This design comes from an exercise in tuning for small area, a short achievable clock period and few clock cycles per item on the open sky130 flow, not from production work.
RTL that was checked went through simulation tests only; none was proved equivalent to the original.
Power and IR drop assume default switching activity.

==> flow/design.v <==
package exec_pkg;
    localparam int unsigned WORD_W = 32;               
    typedef logic [WORD_W-1:0] word_t;
    typedef logic [4:0]        opcode_t;               
    typedef logic [4:0]        alu_op_t;               
    typedef logic [4:0]        shamt_t;                
    typedef logic [2:0]        exc_id_t;               
    typedef logic [2:0]        reg_addr_t;             
    localparam int unsigned OPC_MSB   = 31;
    localparam int unsigned OPC_LSB   = 27;
    localparam int unsigned ALU_MSB   = 6;
    localparam int unsigned ALU_LSB   = 2;
    localparam int unsigned SHAMT_MSB = 11;
    localparam int unsigned SHAMT_LSB = 7;
    localparam int unsigned IMM_MSB   = 16;            
    localparam opcode_t OPC_RTYPE = 5'd0;
    localparam opcode_t OPC_ADDI  = 5'd5;              
    localparam alu_op_t ALU_ADD = 5'd0;
    localparam alu_op_t ALU_SUB = 5'd1;
    localparam alu_op_t ALU_AND = 5'd2;
    localparam alu_op_t ALU_OR  = 5'd3;
    localparam alu_op_t ALU_SLL = 5'd4;
    localparam alu_op_t ALU_SRA = 5'd5;
    localparam alu_op_t ALU_MUL = 5'd6;
    localparam alu_op_t ALU_DIV = 5'd7;
    localparam exc_id_t EXC_ADD  = 3'd1;
    localparam exc_id_t EXC_ADDI = 3'd2;
    localparam exc_id_t EXC_SUB  = 3'd3;
    localparam exc_id_t EXC_MUL  = 3'd4;
    localparam exc_id_t EXC_DIV  = 3'd5;
    localparam reg_addr_t ADR_OP_A   = 3'd0;
    localparam reg_addr_t ADR_OP_B   = 3'd1;
    localparam reg_addr_t ADR_INSTR  = 3'd2;           
    localparam reg_addr_t ADR_RESULT = 3'd3;
    localparam reg_addr_t ADR_STATUS = 3'd4;
    localparam int unsigned ST_EXC        = 0;
    localparam int unsigned ST_NEQ        = 1;
    localparam int unsigned ST_LT         = 2;
    localparam int unsigned ST_EXC_ID_LSB = 3;         
    localparam int unsigned MULDIV_STEPS = 32;         
endpackage
`timescale 1ns/1ps
module exec_unit (
    input  logic        clk,
    input  logic        rst_n,
    input  logic        cyc,
    input  logic        stb,
    input  logic        we,
    input  logic [2:0]  adr,
    input  logic [31:0] dat_w,
    output logic [31:0] dat_r,
    output logic        ack
);
    function automatic logic [5:0] clz32(input logic [31:0] v);
        logic [15:0] v1; logic [15:0] c1;
        logic [7:0]  v2; logic [15:0] c2;
        logic [3:0]  v3; logic [11:0] c3;
        logic [1:0]  v4; logic [7:0]  c4;
        logic        v5; logic [4:0]  c5;
        for (int i = 0; i < 16; i++) begin
            v1[i] = v[2*i+1] | v[2*i];
            c1[i] = ~v[2*i+1];
        end
        for (int i = 0; i < 8; i++) begin
            v2[i] = v1[2*i+1] | v1[2*i];
            c2[2*i +: 2] = v1[2*i+1] ? {1'b0, c1[2*i+1]} : {1'b1, c1[2*i]};
        end
        for (int i = 0; i < 4; i++) begin
            v3[i] = v2[2*i+1] | v2[2*i];
            c3[3*i +: 3] = v2[2*i+1] ? {1'b0, c2[2*(2*i+1) +: 2]} : {1'b1, c2[2*(2*i) +: 2]};
        end
        for (int i = 0; i < 2; i++) begin
            v4[i] = v3[2*i+1] | v3[2*i];
            c4[4*i +: 4] = v3[2*i+1] ? {1'b0, c3[3*(2*i+1) +: 3]} : {1'b1, c3[3*(2*i) +: 3]};
        end
        v5 = v4[1] | v4[0];
        c5 = v4[1] ? {1'b0, c4[7:4]} : {1'b1, c4[3:0]};
        clz32 = v5 ? {1'b0, c5} : 6'd32;
    endfunction
    logic [31:0] reg_a, reg_b, reg_i;
    logic        busy;
    logic [31:0] x, y, z;
    logic [5:0]  amt;                 
    logic        op_add, op_addi, op_sub, op_and, op_or, op_sll, op_sra, op_mul, op_div;
    logic        sa, rneg, imm_ovf, dz;
    logic [2:0]  st_id;               
    logic        st_neq, st_lt;
    logic sel, hold, launch, wr;
    assign sel    = cyc & stb;
    assign hold   = busy & ((we & (adr == 3'd2)) | (~we & ((adr == 3'd3) | (adr == 3'd4))));
    assign ack    = sel & ~hold;
    assign wr     = sel & we & ~hold;
    assign launch = wr & (adr == 3'd2);
    always_comb begin
        case (adr)
            3'd0:    dat_r = reg_a;
            3'd1:    dat_r = reg_b;
            3'd2:    dat_r = reg_i;
            3'd3:    dat_r = x;
            3'd4:    dat_r = {26'd0, st_id, st_lt, st_neq, |st_id};
            default: dat_r = 32'd0;
        endcase
    end
    logic [5:0] clza, clzb, clz_w;
    assign clz_w = clz32(dat_w ^ {32{dat_w[31]}});
    always_ff @(posedge clk) begin
        if (wr && adr == 3'd0) begin
            reg_a <= dat_w;
            clza  <= clz_w;
        end
        if (wr && adr == 3'd1) begin
            reg_b <= dat_w;
            clzb  <= clz_w;
        end
        if (wr && adr == 3'd2) reg_i <= dat_w;
    end
    logic [4:0]  d_opc, d_code, d_sh;
    logic        d_addi, d_mul, d_div, d_md, d_sll, d_sra;
    logic [31:0] d_beff;
    assign d_opc  = dat_w[31:27];
    assign d_code = dat_w[6:2];
    assign d_sh   = dat_w[11:7];
    assign d_addi = (d_opc == 5'd5);
    assign d_mul  = ~d_addi & (d_code == 5'd6);
    assign d_div  = ~d_addi & (d_code == 5'd7);
    assign d_md   = d_mul | d_div;
    assign d_sll  = ~d_addi & (d_code == 5'd4);
    assign d_sra  = ~d_addi & (d_code == 5'd5);
    assign d_beff = d_addi ? {{15{dat_w[16]}}, dat_w[16:0]} : reg_b;
    logic [6:0] la_ub, dsteps, clzsum;
    logic [5:0] div_amt, mul_amt, amt_n;
    assign la_ub   = 7'd32 - {1'b0, clza} + {6'd0, reg_a[31]};
    assign dsteps  = {1'b0, clzb} - {1'b0, clza} + {6'd0, reg_a[31]} + 7'd1;
    assign clzsum  = {1'b0, clza} + {1'b0, clzb};
    assign mul_amt = la_ub[5:0];
    assign div_amt = dsteps[6] ? 6'd0 : ((dsteps[5:0] > 6'd32) ? 6'd32 : dsteps[5:0]);
    always_comb begin
        if (d_mul)      amt_n = mul_amt;
        else if (d_div) amt_n = div_amt;
        else if (d_sll) amt_n = 6'd32 - {1'b0, d_sh};
        else            amt_n = {1'b0, d_sh};
    end
    logic s0, sadd, sit, sfix, sexc;
    logic add_sub;                    
    logic [31:0] neg_in, neg_out;
    logic        neg_en;
    assign neg_in  = sfix ? y : reg_a;
    assign neg_en  = sfix ? rneg : (d_md & reg_a[31]);
    assign neg_out = neg_en ? (32'd0 - neg_in) : neg_in;
    logic        a_top;
    logic [31:0] a32;
    logic [32:0] a33, b33, r33;
    logic        op_md;
    assign op_md  = op_mul | op_div;
    assign a32    = sit ? {x[30:0], op_div & y[31]} : x;
    assign a_top  = sit ? (op_div ? x[31] : x[30]) : (~op_md & x[31]);
    assign a33    = {a_top, a32};
    assign b33    = {z[31], z};
    logic [32:0] bx;
    assign bx = b33 ^ {33{add_sub}};
    logic [32:0] p0, g0;
    assign p0 = a33 ^ bx;
    assign g0 = a33 & bx;
    always_comb begin
        logic [33:0] g, p, gn, pn;
        g = {g0, add_sub};
        p = {p0, 1'b0};
        for (int l = 0; l < 6; l++) begin
            for (int i = 0; i < 34; i++) begin
                if (i >= (1 << l)) begin
                    gn[i] = g[i] | (p[i] & g[i - (1 << l)]);
                    pn[i] = p[i] & p[i - (1 << l)];
                end else begin
                    gn[i] = g[i];
                    pn[i] = p[i];
                end
            end
            g = gn;
            p = pn;
        end
        r33 = p0 ^ g[32:0];
    end
    logic r_nz, r_ovf;
    assign r_nz  = |r33;
    assign r_ovf = r33[32] ^ r33[31];
    logic [31:0] rot, msk;
    always_comb begin
        logic [31:0] t;
        t = x;
        if (amt[0]) t = {t[0],    t[31:1]};
        if (amt[1]) t = {t[1:0],  t[31:2]};
        if (amt[2]) t = {t[3:0],  t[31:4]};
        if (amt[3]) t = {t[7:0],  t[31:8]};
        if (amt[4]) t = {t[15:0], t[31:16]};
        rot = t;
    end
    assign msk = ~(32'hffff_ffff >> amt);    
    logic amt_z;
    assign amt_z = (amt == 6'd0);
    logic [31:0] s0_val;
    always_comb begin
        s0_val = 32'd0;
        if (op_and) s0_val = s0_val | (x & z);
        if (op_or)  s0_val = s0_val | (x | z);
        if (op_sll) s0_val = s0_val | (rot & msk);
        if (op_sra) s0_val = s0_val | (rot & ~msk) | ({32{x[31]}} & msk);
        if (op_mul || (op_div && !amt_z)) s0_val = s0_val | (rot & ~msk);
    end
    logic step_bit, mul_ovf, qbit, last;
    assign step_bit = y[31];
    assign mul_ovf  = (x[31] ^ x[30]) | (step_bit & r_ovf);
    assign qbit     = ~r33[32];
    assign last     = (amt == 6'd1);
    logic [2:0]  id_op;
    logic        use_r, exc_l, exc_e, x_we;
    logic [31:0] x_early, x_n;
    assign id_op   = op_sub ? 3'd3 : op_addi ? 3'd2 : op_add ? 3'd1 : op_mul ? 3'd4 : 3'd5;
    assign exc_e   = s0 & ((op_mul & imm_ovf) | (op_div & dz));
    assign exc_l   = ((s0 & op_sub) | sadd) & r_ovf | (sit & op_mul & mul_ovf);
    assign use_r   = (s0 & op_sub) | sadd | (sit & (op_div | step_bit));
    always_comb begin
        if (launch | sfix)   x_early = neg_out;
        else if (sexc | exc_e) x_early = {29'd0, id_op};
        else if (sit)        x_early = a32;
        else                 x_early = s0_val;
    end
    assign x_n     = use_r ? r33[31:0] : x_early;
    assign x_we    = launch | (busy & ~(s0 & op_add));
    logic done;                       
    assign done = (s0 & ~op_add & ~(op_sub & r_ovf) & ~(op_md & ~exc_e & !amt_z))
                | (sadd & ~r_ovf) | sfix | sexc
                | (sit & op_mul & ~mul_ovf & last);
    logic neq_n;
    assign neq_n = |(p0[31:0] ^ {p0[30:0] | g0[30:0], add_sub});
    always_ff @(posedge clk) begin
        if (!rst_n) begin
            busy   <= 1'b0;
            s0     <= 1'b0;
            sadd   <= 1'b0;
            sit    <= 1'b0;
            sfix   <= 1'b0;
            sexc   <= 1'b0;
            x      <= 32'd0;
            st_id  <= 3'd0;
            st_neq <= 1'b0;
            st_lt  <= 1'b0;
        end else begin
            if (x_we) x <= x_n;
            if (launch) begin
                busy  <= 1'b1;
                s0    <= 1'b1;
                st_id <= 3'd0;
            end else begin
                if (done) busy <= 1'b0;
                s0   <= 1'b0;
                sadd <= s0 & op_add;
                sit  <= (s0 & op_md & ~exc_e & !amt_z) | (sit & ~done & ~last & ~exc_l);
                sfix <= sit & op_div & last;
                sexc <= exc_l;
                if (exc_e | exc_l) st_id <= id_op;
            end
            if (s0) begin
                st_neq <= neq_n;
                st_lt  <= (op_md & sa) ? (~r33[32] & neq_n) : r33[32];
            end
        end
    end
    always_ff @(posedge clk) begin
        if (launch)
            add_sub <= ~(d_md & reg_a[31]);       
        else if (s0)
            add_sub <= op_add ? 1'b0 : (op_mul ? sa : ~z[31]);
        else if (sit && op_div)
            add_sub <= qbit ^ z[31];              
    end
    always_ff @(posedge clk) begin
        if (launch) begin
            z       <= d_beff;
            amt     <= amt_n;
            op_addi <= d_addi;
            op_add  <= d_addi | (d_code == 5'd0);
            op_sub  <= ~d_addi & (d_code == 5'd1);
            op_and  <= ~d_addi & (d_code == 5'd2);
            op_or   <= ~d_addi & (d_code == 5'd3);
            op_sll  <= d_sll;
            op_sra  <= d_sra;
            op_mul  <= d_mul;
            op_div  <= d_div;
            sa      <= reg_a[31];
            rneg    <= reg_a[31] ^ reg_b[31];
            imm_ovf <= (clzsum <= 7'd30);
            dz      <= (reg_b == 32'd0);
        end else if (sit) begin
            amt <= amt - 6'd1;
        end
    end
    always_ff @(posedge clk) begin
        if (s0 && op_md)
            y <= rot & msk;
        else if (sit)
            y <= {y[30:0], qbit};
    end
endmodule
Settings: LEC_CHECK=0, CAP_MARGIN=20, CORE_MARGIN=2, CORE_UTILIZATION=40, SETUP_SLACK_MARGIN=3.0, SLEW_MARGIN=20; clock period 7.0 ns.
run.sh (not shown) runs the stock make flow with config.mk's settings and CLKGATE_MAP_FILE= SYNTH_SCRIPT=/design/flow/synth_recipe.tcl, a recipe that flattens the netlist after the stock synthesis.
Testbench counts at the start, summed over its fixed seeds: cycles 20,703, ops 2,400.
Edit:
--- a/flow/design.v
+++ b/flow/design.v
@@ -158,13 +158,10 @@
     assign b33    = {z[31], z};
     logic [32:0] bx;
     assign bx = b33 ^ {33{add_sub}};
-    logic [32:0] p0, g0;
-    assign p0 = a33 ^ bx;
-    assign g0 = a33 & bx;
     always_comb begin
         logic [33:0] g, p, gn, pn;
-        g = {g0, add_sub};
-        p = {p0, 1'b0};
+        g = {a33 & bx, add_sub};
+        p = {a33 ^ bx, 1'b0};
         for (int l = 0; l < 6; l++) begin
             for (int i = 0; i < 34; i++) begin
                 if (i >= (1 << l)) begin
@@ -178,7 +175,7 @@
             g = gn;
             p = pn;
         end
-        r33 = p0 ^ g[32:0];
+        r33 = (a33 ^ bx) ^ g[32:0];
     end
     logic r_nz, r_ovf;
     assign r_nz  = |r33;
@@ -231,7 +228,7 @@
                 | (sadd & ~r_ovf) | sfix | sexc
                 | (sit & op_mul & ~mul_ovf & last);
     logic neq_n;
-    assign neq_n = |(p0[31:0] ^ {p0[30:0] | g0[30:0], add_sub});
+    assign neq_n = |((x ^ z) ^ ((op_md & sa) ? {x[30:0] | z[30:0], 1'b0} : 32'd0));
     always_ff @(posedge clk) begin
         if (!rst_n) begin
             busy   <= 1'b0;
Effect:
- fmax goes down by 2.0%
- die area goes up by 1.3%
- setup slack loses 0.083 ns
- routed wire length goes up by 16%
- power goes up by 2.2%
- global-route usage goes up by 3.7 points
- hold slack gains 0.024 ns
- final area goes up by 4.7%
No functional check of the RTL was part of the second run of this note.

* * *

Setup of 09-03:
Starts from the design.v that is shown in full above.
clock: 7.0 ns
lec_check: 0
cap_margin: 20
core_margin: 2
core_utilization: 60
setup_slack_margin: 3.0
slew_margin: 20
09-03: full flow OK, the timing, design-rule and antenna checks passed
Testbench counts of 09-03, summed over its fixed seeds: cycles 20,703, ops 2,400.
Input changes introduced in 08-28 (baseline for comparison: 09-03):
-- flow/design.v --
<<< 09-03, line 157
    assign a33    = {a_top, a32};
    assign b33    = {z[31], z};
    logic [32:0] bx;
    assign bx = b33 ^ {33{add_sub}};
    logic [32:0] p0, g0;
    assign p0 = a33 ^ bx;
    assign g0 = a33 & bx;
    always_comb begin
        logic [33:0] g, p, gn, pn;
        g = {g0, add_sub};
        p = {p0, 1'b0};
        for (int l = 0; l < 6; l++) begin
            for (int i = 0; i < 34; i++) begin
                if (i >= (1 << l)) begin
                    gn[i] = g[i] | (p[i] & g[i - (1 << l)]);
                    pn[i] = p[i] & p[i - (1 << l)];
                end else begin
                    gn[i] = g[i];
                    pn[i] = p[i];
                end
            end
            g = gn;
            p = pn;
        end
        r33 = p0 ^ g[32:0];
    end
    logic r_nz, r_ovf;
    assign r_nz  = |r33;
>>> 08-28, line 157
    assign a33    = {a_top, a32};
    assign b33    = {z[31], z};
    assign r33    = a33 + (b33 ^ {33{add_sub}}) + {32'd0, add_sub};
    logic r_nz, r_ovf;
    assign r_nz  = |r33;
<<< 09-03, line 232
                | (sit & op_mul & ~mul_ovf & last);
    logic neq_n;
    assign neq_n = |(p0[31:0] ^ {p0[30:0] | g0[30:0], add_sub});
    always_ff @(posedge clk) begin
        if (!rst_n) begin
>>> 08-28, line 209
                | (sit & op_mul & ~mul_ovf & last);
    logic neq_n;
    assign neq_n = |((x ^ z) ^ ((op_md & sa) ? {x[30:0] | z[30:0], 1'b0} : 32'd0));
    always_ff @(posedge clk) begin
        if (!rst_n) begin
Results
Changes observed in 08-28 relative to 09-03: first-pass detailed-route iteration total grew by 2, number of max-slew violations in the final report held steady, register-to-register slack shrank by 0.02 ns, post-synthesis adder-cell area fraction grew by 1.9 points. Compared with 09-03, 08-28 shows number of gates resized after cts that has gone up by more than half. Comparing 08-28 against 09-03, there is no change at all in number of flip-flops and latches. Between 09-03 and 08-28, share of total power in combinational logic increased. Diff 09-03 -> 08-28 | via density per instance | increase of 1.6%. Post-route worst setup slack: lower on 08-28. Cmp 08-28 vs 09-03: post-synth design cell area higher in 08-28. Summary of 08-28 over 09-03: xor-xnor portion of the synthesized cell area -1.7 points; die area +780 sq um; flip-flop and latch share of the layout cell area -1.6 points. Row sum of routed wire length over all layers: 08-28 higher / 09-03 lower.
Testbench counts of 08-28, summed over its fixed seeds: cycles 20,703, ops 2,400.

what the ideal ports hide:
No port has a modelled driver above. Below, the same layouts with a new extraction and two added sets of constraints. Step 1 sets driving cells, clkbuf_16 on the clock port and buf_2 on the other inputs (assumed; they add their load-dependent delay and slew). Step 2 times the ports against the registers' clock, not the clock port: input delays grow and output delays shrink by t, the midpoint of the rising clock arrivals with the driver on. Slacks: ideal ports / drivers / drivers and shift; pairs: ideal ports / drivers.
run	shift t [ns]	setup slack, ns	worst slew at a driven data input, ns
the first run of note 1	0.615	2.967 / 2.974 / 2.371	0.07
the second run of note 1	0.627	2.885 / 2.826 / 2.488	0.08
09-03	0.619	3.021 / 2.958 / 2.439	0.06
08-28	0.630	2.897 / 2.859 / 2.381	0.06
After both steps setup and hold are still met in every run listed. For the first run of note 1, which loses most, drivers alone change the setup slack by +0.007 ns; drivers and shift together by -0.596 ns.
